Context: an optimization exercise on an open-source flow, tuned for a short achievable clock period and few clock cycles per item. The choices shown serve that exercise and are no tape-out recipe. Only simulation tests tie the RTL to the original design; equivalence was not proved. The clock port is modelled as an ideal driver; clocking choices that lean on that would not hold on a real chip.

==> flow/design.v (excerpt) <==
module dma_stream_top
(
  input  logic       CLK0,
  input  logic       RST0,
  input  dma_pkg::dma_cmd_t   req_cmd,
  input  logic       req_valid,
  output logic       req_ready,
  output logic       req_busy,
  output dma_pkg::ext_burst_t ext_burst,
  input  logic       ext_ready,
  input  dma_pkg::data_t      ext_read_data,
  input  logic       ext_read_empty,
  output logic       ext_read_deq,
  output dma_pkg::data_t      ext_write_data,
  output logic       ext_write_enq,
  input  logic       ext_write_almost_full,
  input  dma_pkg::data_t      core_read_data,
  input  logic       core_read_empty,
  output logic       core_read_enable,
  output dma_pkg::data_t      core_write_data,
  output logic       core_write_enable,
  input  logic       core_write_almost_full
);
  dma_pkg::qcmd_t  head_cmd;
  logic            cmd_empty;
  logic            cmd_deq;
  logic            hold;
  logic            nb_free;
  logic            nb_load;
  dma_pkg::waddr_t nb_addr;
  dma_pkg::blen_t  nb_len;
  logic            nb_to_bram;
  dma_pkg::blen_t  credit_rd;
  dma_pkg::blen_t  credit_wr;
  dma_pkg::owed_t  credit_rd_m1;
  dma_pkg::owed_t  credit_wr_m1;
  logic            busy_q;
  logic            busy_p;
  logic            busy_c;
  logic            busy_m;
  cmd_fifo u_cmd_fifo (
    .CLK0      (CLK0),
    .RST0      (RST0),
    .req_valid (req_valid),
    .req_cmd   (req_cmd),
    .req_ready (req_ready),
    .deq       (cmd_deq),
    .dout      (head_cmd),
    .empty     (cmd_empty),
  ...
Size: about 6,300 cells after synthesis, roughly 250 I/O pins.
Settings: LEC_CHECK=0, ABC_CLOCK_PERIOD_IN_PS=1500, CAP_MARGIN=20, CORE_MARGIN=2, CORE_UTILIZATION=50, SETUP_SLACK_MARGIN=3.3, SLEW_MARGIN=20, SYNTH_HIERARCHICAL=1, SYNTH_MINIMUM_KEEP_SIZE=0; clock period 5.5 ns.
standard.sh (not shown) runs the stock make flow with config.mk's settings and CLKGATE_MAP_FILE= SYNTH_SCRIPT=/design/flow/synth_recipe.tcl, a recipe that flattens the netlist after the stock synthesis.
==> flow/flow/run.sh <==
#!/bin/bash
# The standard layout, with one extra step after clock tree synthesis:
# flow/fix_io.tcl resizes the cells on the worst paths from input ports and
# to output ports (see that file). Make's output goes to make.log; each
# ORFS step keeps its own log under orfs/logs/.
set -euo pipefail
POST_CTS_TCL="$PWD/flow/fix_io.tcl" bash standard.sh finish > make.log 2>&1
==> flow/flow/fix_io.tcl <==
# Sizing pass on the paths that start at input ports or end at output
# ports: for each cell on the worst such paths, try the other drive
# strengths of the same cell and keep the one that gives the best slack,
# never lowering the design's worst slack. Registers and clock buffers are
# left alone. Run after clock tree synthesis, before global routing.

proc fio_variants { ref } {
  if { ![regexp {^(sky130_fd_sc_hd__[a-z0-9]+_)([0-9]+)$} $ref -> base sz] } {
    return {}
  }
  set bases [list $base]
  # buffers and inverters may also change family
  if { [regexp {__(buf|clkbuf|clkdlybuf4s[0-9]+|dlygate4sd[0-9]+|dlymetal6s[0-9]+s)_$} $base] } {
    set bases {sky130_fd_sc_hd__buf_ sky130_fd_sc_hd__clkbuf_}
  } elseif { [regexp {__(inv|clkinv)_$} $base] } {
    set bases {sky130_fd_sc_hd__inv_ sky130_fd_sc_hd__clkinv_}
  }
  set out {}
  foreach b $bases {
    foreach c [get_lib_cells ${b}*] {
      set nm [get_name $c]
      if { ![regexp "^${b}\[0-9\]+\$" $nm] } { continue }
      if { [lsearch -exact $::env(DONT_USE_CELLS) $nm] >= 0 } { continue }
      lappend out $nm
    }
  }
  return $out
}

proc fio_path_slack { from to } {
  set pes [find_timing_paths -from $from -to $to -sort_by_slack -group_path_count 1]
  if { [llength $pes] == 0 } { return 1.0 }
  return [[lindex $pes 0] slack]
}

proc fio_wns { } {
  return [sta::worst_slack_cmd max]
}

proc fio_swap_ab { name } {
  set inst [sta::sta_to_db_inst [get_cells $name]]
  set a [$inst findITerm A]
  set b [$inst findITerm B]
  set na [$a getNet]
  set nb [$b getNet]
  $a disconnect
  $b disconnect
  $a connect $nb
  $b connect $na
}

proc fio_obj { name } {
  if { [string first "/" $name] >= 0 } { return [get_pins $name] }
  return [get_ports $name]
}

proc fio_pass { sel count } {
  set changed 0
  # read every path out before changing anything: a change frees them
  set paths {}
  foreach pe [find_timing_paths {*}$sel -sort_by_slack -group_path_count $count -endpoint_path_count 1] {
    set pins [[$pe path] pins]
    set to [get_full_name [lindex $pins 0]]
    set from [get_full_name [lindex $pins end]]
    set names {}
    foreach pin $pins {
      set inst [$pin instance]
      if { $inst eq "NULL" } { continue }
      set nm [get_full_name $inst]
      if { $nm eq "" } { continue }
      if { [lsearch -exact $names $nm] < 0 } { lappend names $nm }
    }
    lappend paths [list $from $to $names]
  }
  foreach p $paths {
    lassign $p from to names
    foreach nm $names {
      set ref [get_property [get_cells $nm] ref_name]
      if { [regexp {dfxtp|dfrtp|edfxtp|dfstp|dlx|sdff|clkbuf_16|clkinv} $ref] } { continue }
      set cands [fio_variants $ref]
      if { [llength $cands] < 2 && [lsearch -exact $cands $ref] >= 0 } { continue }
      set best_ref $ref
      set best_ps [fio_path_slack [fio_obj $from] [fio_obj $to]]
      set best_wns [fio_wns]
      foreach cand $cands {
        if { $cand eq $ref } { continue }
        replace_cell [get_cells $nm] $cand
        estimate_parasitics -placement
        set ps [fio_path_slack [fio_obj $from] [fio_obj $to]]
        set wns [fio_wns]
        if { $wns >= $best_wns - 1e-12 && $ps > $best_ps + 1e-12 } {
          set best_ref $cand
          set best_ps $ps
          set best_wns $wns
        }
      }
      replace_cell [get_cells $nm] $best_ref
      estimate_parasitics -placement
      if { $best_ref ne $ref } {
        puts "fix_io: $nm $ref -> $best_ref (path slack [format %.4f [expr {$best_ps * 1e9}]])"
        incr changed
      }
      # two-input gates whose inputs commute: try the other pin order
      if { [regexp {__(nor2|nand2|and2|or2|xor2|xnor2)_[0-9]+$} $best_ref] } {
        fio_swap_ab $nm
        estimate_parasitics -placement
        set ps [fio_path_slack [fio_obj $from] [fio_obj $to]]
        set wns [fio_wns]
        if { $wns >= $best_wns - 1e-12 && $ps > $best_ps + 1e-12 } {
          puts "fix_io: $nm inputs swapped (path slack [format %.4f [expr {$ps * 1e9}]])"
          incr changed
        } else {
          fio_swap_ab $nm
          estimate_parasitics -placement
        }
      }
    }
  }
  return $changed
}

estimate_parasitics -placement
puts "fix_io: start, worst slack [format %.4f [expr {[fio_wns] * 1e9}]]"
for { set i 0 } { $i < 2 } { incr i } {
  set n 0
  incr n [fio_pass [list -from [all_inputs] -to [all_outputs]] 6]
  incr n [fio_pass [list -from [all_registers -clock_pins] -to [all_outputs]] 4]
  puts "fix_io: pass $i, $n cells changed, worst slack [format %.4f [expr {[fio_wns] * 1e9}]]"
  if { $n == 0 } { break }
}
detailed_placement
check_placement -verbose
estimate_parasitics -placement
puts "fix_io: end, worst slack [format %.4f [expr {[fio_wns] * 1e9}]]"
Testbench counts at the start, summed over its fixed seeds: cycles 17,352, words 25,338.
Rerun with:
--- a/flow/flow/fix_io.tcl
+++ b/flow/flow/fix_io.tcl
@@ -10,17 +10,8 @@
   }
-  set bases [list $base]
-  # buffers and inverters may also change family
-  if { [regexp {__(buf|clkbuf|clkdlybuf4s[0-9]+|dlygate4sd[0-9]+|dlymetal6s[0-9]+s)_$} $base] } {
-    set bases {sky130_fd_sc_hd__buf_ sky130_fd_sc_hd__clkbuf_}
-  } elseif { [regexp {__(inv|clkinv)_$} $base] } {
-    set bases {sky130_fd_sc_hd__inv_ sky130_fd_sc_hd__clkinv_}
-  }
   set out {}
-  foreach b $bases {
-    foreach c [get_lib_cells ${b}*] {
-      set nm [get_name $c]
-      if { ![regexp "^${b}\[0-9\]+\$" $nm] } { continue }
-      if { [lsearch -exact $::env(DONT_USE_CELLS) $nm] >= 0 } { continue }
-      lappend out $nm
-    }
+  foreach c [get_lib_cells ${base}*] {
+    set nm [get_name $c]
+    if { ![regexp "^${base}\[0-9\]+\$" $nm] } { continue }
+    if { [lsearch -exact $::env(DONT_USE_CELLS) $nm] >= 0 } { continue }
+    lappend out $nm
   }
@@ -37,14 +28,2 @@
   return [sta::worst_slack_cmd max]
-}
-
-proc fio_swap_ab { name } {
-  set inst [sta::sta_to_db_inst [get_cells $name]]
-  set a [$inst findITerm A]
-  set b [$inst findITerm B]
-  set na [$a getNet]
-  set nb [$b getNet]
-  $a disconnect
-  $b disconnect
-  $a connect $nb
-  $b connect $na
 }
@@ -80,3 +59,3 @@
       set cands [fio_variants $ref]
-      if { [llength $cands] < 2 && [lsearch -exact $cands $ref] >= 0 } { continue }
+      if { [llength $cands] < 2 } { continue }
       set best_ref $ref
@@ -102,16 +81,2 @@
       }
-      # two-input gates whose inputs commute: try the other pin order
-      if { [regexp {__(nor2|nand2|and2|or2|xor2|xnor2)_[0-9]+$} $best_ref] } {
-        fio_swap_ab $nm
-        estimate_parasitics -placement
-        set ps [fio_path_slack [fio_obj $from] [fio_obj $to]]
-        set wns [fio_wns]
-        if { $wns >= $best_wns - 1e-12 && $ps > $best_ps + 1e-12 } {
-          puts "fix_io: $nm inputs swapped (path slack [format %.4f [expr {$ps * 1e9}]])"
-          incr changed
-        } else {
-          fio_swap_ab $nm
-          estimate_parasitics -placement
-        }
-      }
     }
Outcome: The new run produced a clean layout. Fmax is lower slightly. Synthesized cell count stays the same. Critical path depth goes up by 1. Wire length barely changes. Flip-flop and latch count stays the same.

static timing again, ports no longer ideal:
Ports are ideal in the flow. The routed layouts listed here were re-timed in OpenROAD. Step 1 (the two cells are an assumption about what drives the block):
set clk [get_ports {CLK0}]
set_driving_cell -lib_cell sky130_fd_sc_hd__clkbuf_16 $clk
set_driving_cell -lib_cell sky130_fd_sc_hd__buf_2 [delete_from_list [all_inputs] $clk]
Step 2 also shifts input and output timing later by t, the mid clock arrival at the registers, as if the neighbouring blocks saw the same clock. Three values: ideal, step 1, step 2; two values: the first two.
| run | t (ns) | setup slack, ns | latest minus earliest clock arrival (ns) | slew at the worst register clock pin (ns) | worst slew at a driven data input, ns |
|---|---|---|---|---|---|
| the first run | 0.930 | 2.982 / 2.896 / 2.384 | 0.041 / 0.042 | 0.07 / 0.07 | 0.16 |
| the second run | 0.930 | 2.968 / 2.896 / 2.384 | 0.041 / 0.042 | 0.07 / 0.07 | 0.16 |
After both steps setup and hold are still met in every run listed. For the first run, which loses most, drivers alone change the setup slack by -0.086 ns; drivers and shift together by -0.598 ns.
